This is an optimization exercise on Yosys and OpenROAD, whose aim is small area, not a production implementation.
Function was checked by simulation only, so behaviour that the tests miss may differ from the original.
Power figures rest on the tool's default switching activity, not on a simulated workload.

Setup of job 101:
Design qsfp_link_model, start of the top module:
module qsfp_link_model
#(
    parameter int DATA_BITS = qsfp_link_pkg::QSFP_DATA_BITS,
    parameter int LATENCY   = 8,
    parameter int DEPTH     = 16,
    parameter int UP_DELAY  = 32
) (
    input  logic                        clock,
    input  logic                        reset,
    input  logic                        tx_valid,
    input  logic [DATA_BITS-1:0]        tx_bits,
    output logic                        tx_ready,
    output logic                        rx_valid,
    output logic [DATA_BITS-1:0]        rx_bits,
    input  logic                        rx_ready,
    output logic                        channel_up
);
    localparam int AW = $clog2(DEPTH);
    localparam int CW = $clog2(DEPTH + 1);
    localparam int UW = $clog2(UP_DELAY);
    logic [UW-1:0]      up_cnt_q;
    logic               channel_up_q;
    logic [CW-1:0]      used_q, rx_cnt_q;
    logic [AW-1:0]      wp_q, wp_h_q;
    logic [DEPTH-1:0]   rd_sel_n_q, rd_sel_n_d;
  ...
==> flow/config.mk <==
export PLATFORM = sky130hd
export DESIGN_NAME = qsfp_link_model
export DESIGN_NICKNAME = qsfp_link_model
export VERILOG_FILES = /design/flow/design.v
export SDC_FILE = /design/flow/constraint.sdc
export NUM_CORES = 4
export LEC_CHECK = 0
export CAP_MARGIN = 10
export CORE_MARGIN = 2
export CORE_UTILIZATION = 55
export PLACE_DENSITY = 0.66
export SLEW_MARGIN = 10
==> flow/constraint.sdc <==
create_clock -name core_clock -period 5.0 [get_ports {clock}]
set_input_delay 1.0000 -clock core_clock [delete_from_list [all_inputs] [get_ports {clock}]]
set_output_delay 1.0000 -clock core_clock [all_outputs]
set_load 0.01 [all_outputs]
standard.sh (not shown) runs the stock make flow with config.mk's settings and CLKGATE_MAP_FILE= SYNTH_SCRIPT=/design/flow/synth_recipe.tcl, a recipe that flattens the netlist after the stock synthesis.
==> flow/flow/run.sh <==
#!/bin/bash
# Own layout flow: the standard flow (standard synthesis unchanged), with
#  - the port buffers made from the smallest buffer (buf_1) instead of the default choice, and
set -euo pipefail
cd "$(dirname "$0")/.."
CTS="-sink_clustering_enable -repair_clock_nets -sink_clustering_size 16 -sink_clustering_max_diameter 80 -buf_list sky130_fd_sc_hd__clkbuf_8 -dont_use_dummy_load"
bash standard.sh \
  "BUFFER_PORTS_ARGS=-buffer_cell sky130_fd_sc_hd__buf_1" \
  "CTS_ARGS=$CTS" \
  finish > flow_make.log 2>&1
The inputs of job 102 differ from those of job 101 as listed below.
Settings: swapping 55 for 60 in CORE_UTILIZATION; swapping 0.66 for 0.7 in PLACE_DENSITY.
--- outcome ---
- Although it ran to completion, job 102 produced a layout that fails the final checks because of negative setup slack.
- Number of remaining DRC errors came out exactly the same in job 101 and job 102.
- Changes observed in job 102 relative to job 101: worst hold-check slack now smaller; clock latency on the worst-skew pair now smaller; number of fill cells in the layout now smaller.
- In job 102, per-cell via count in the routed design is higher than in job 101.
Input-level comparison between job 103 and job 102:
Settings: SLEW_MARGIN: 10 -> 20; CORE_UTILIZATION: 60 -> 50; CAP_MARGIN: 10 -> 20; CTS_CLUSTER_DIAMETER: unset -> 50; CTS_CLUSTER_SIZE: unset -> 24; CTS_BUF_LIST: unset -> sky130_fd_sc_hd__clkbuf_16; PLACE_DENSITY: 0.7 -> 0.62.
-- flow/flow/run.sh --
<<< job 102, line 5
cd "$(dirname "$0")/.."
CTS="-sink_clustering_enable -repair_clock_nets -sink_clustering_size 16 -sink_clustering_max_diameter 80 -buf_list sky130_fd_sc_hd__clkbuf_8 -dont_use_dummy_load"
bash standard.sh \
>>> job 103, line 5
cd "$(dirname "$0")/.."
CTS="-sink_clustering_enable -repair_clock_nets -sink_clustering_size 24 -sink_clustering_max_diameter 50 -buf_list sky130_fd_sc_hd__clkbuf_16 -dont_use_dummy_load"
bash standard.sh \
[summary]
Transition time at the pin with the least slew margin (job 103 over job 102): increase, 0.024 ns. The setup slack of job 103 is larger than that of job 102. Note that the critical-path maximum fanout recorded for job 103 amounts to 1.3 times the value seen in job 102. Measured against each other, job 102 and job 103 differ in first-pass GRT wire length, the lower figure coming from job 102. Relative area change from synthesis to final layout: job 103 vs job 102 up 4.0 points. Job 103 vs job 102 on portion of total power attributed to combinational logic: job 103 is the lower one. Comparing job 103 against job 102, there is no change at all in async set or reset register ratio after synthesis. Per the final summary, job 103 finished and its layout is clean on timing, DRC and antenna. Job 103 ends up with a final critical-path share of the clock period that is 4.4 points lower than in job 102.
### job 103 -> job 104
Settings: CTS_BUF_LIST removed (was sky130_fd_sc_hd__clkbuf_16); CTS_CLUSTER_SIZE removed (was 24); CTS_CLUSTER_DIAMETER removed (was 50); PLACE_DENSITY changed from 0.62 to 0.7; CORE_UTILIZATION changed from 50 to 60.
-- flow/flow/run.sh --
<<< job 103, line 5
cd "$(dirname "$0")/.."
CTS="-sink_clustering_enable -repair_clock_nets -sink_clustering_size 24 -sink_clustering_max_diameter 50 -buf_list sky130_fd_sc_hd__clkbuf_16 -dont_use_dummy_load"
bash standard.sh \
>>> job 104, line 5
cd "$(dirname "$0")/.."
CTS="-sink_clustering_enable -repair_clock_nets -sink_clustering_size 25 -sink_clustering_max_diameter 100 -buf_list sky130_fd_sc_hd__clkbuf_16 -dont_use_dummy_load"
bash standard.sh \
Results
- met2 routing resource usage after global routing in job 104 is 7.4 points higher than in job 103
- Diff job 103 -> job 104 | total routing usage reported by global routing | increase of 5.2 points
- Worst hold slack (job 104 over job 103): increase, 0.012 ns
- Power of the clock network, job 103 and job 104, higher one = job 103.
- The core utilization of job 104 is higher than that of job 103.
- On job 104: power is 10% lower than what job 103 gave.
- Relative to job 103, the non-filler instance count after layout measured on job 104 has decreased by a few percent.

[afterwards: timing with drivers on the ports]
No port has a modelled driver above. Below, the same layouts with a new extraction and two added sets of constraints. Step 1 sets driving cells, clkbuf_16 on the clock port and buf_2 on the other inputs (assumed; they add their load-dependent delay and slew). Step 2 moves the port delays by t, midway between the first and last clock arrival at a register: inputs arrive t later, outputs are due t later. That takes back most of the time a late clock gives input paths. a / b / c = no drivers / after step 1 / after step 2; a / b = the first two.
run	t, ns	setup slack, ns	hold WS [ns]
job 101	1.239	0.013 / -0.097 / 1.132	0.336 / 0.245 / 0.444
job 102	1.218	-0.102 / -0.200 / 0.822	0.327 / 0.249 / 0.417
job 103	1.044	0.117 / 0.012 / 0.961	0.430 / 0.430 / 0.430
job 104	0.969	0.181 / 0.079 / 1.048	0.442 / 0.442 / 0.442
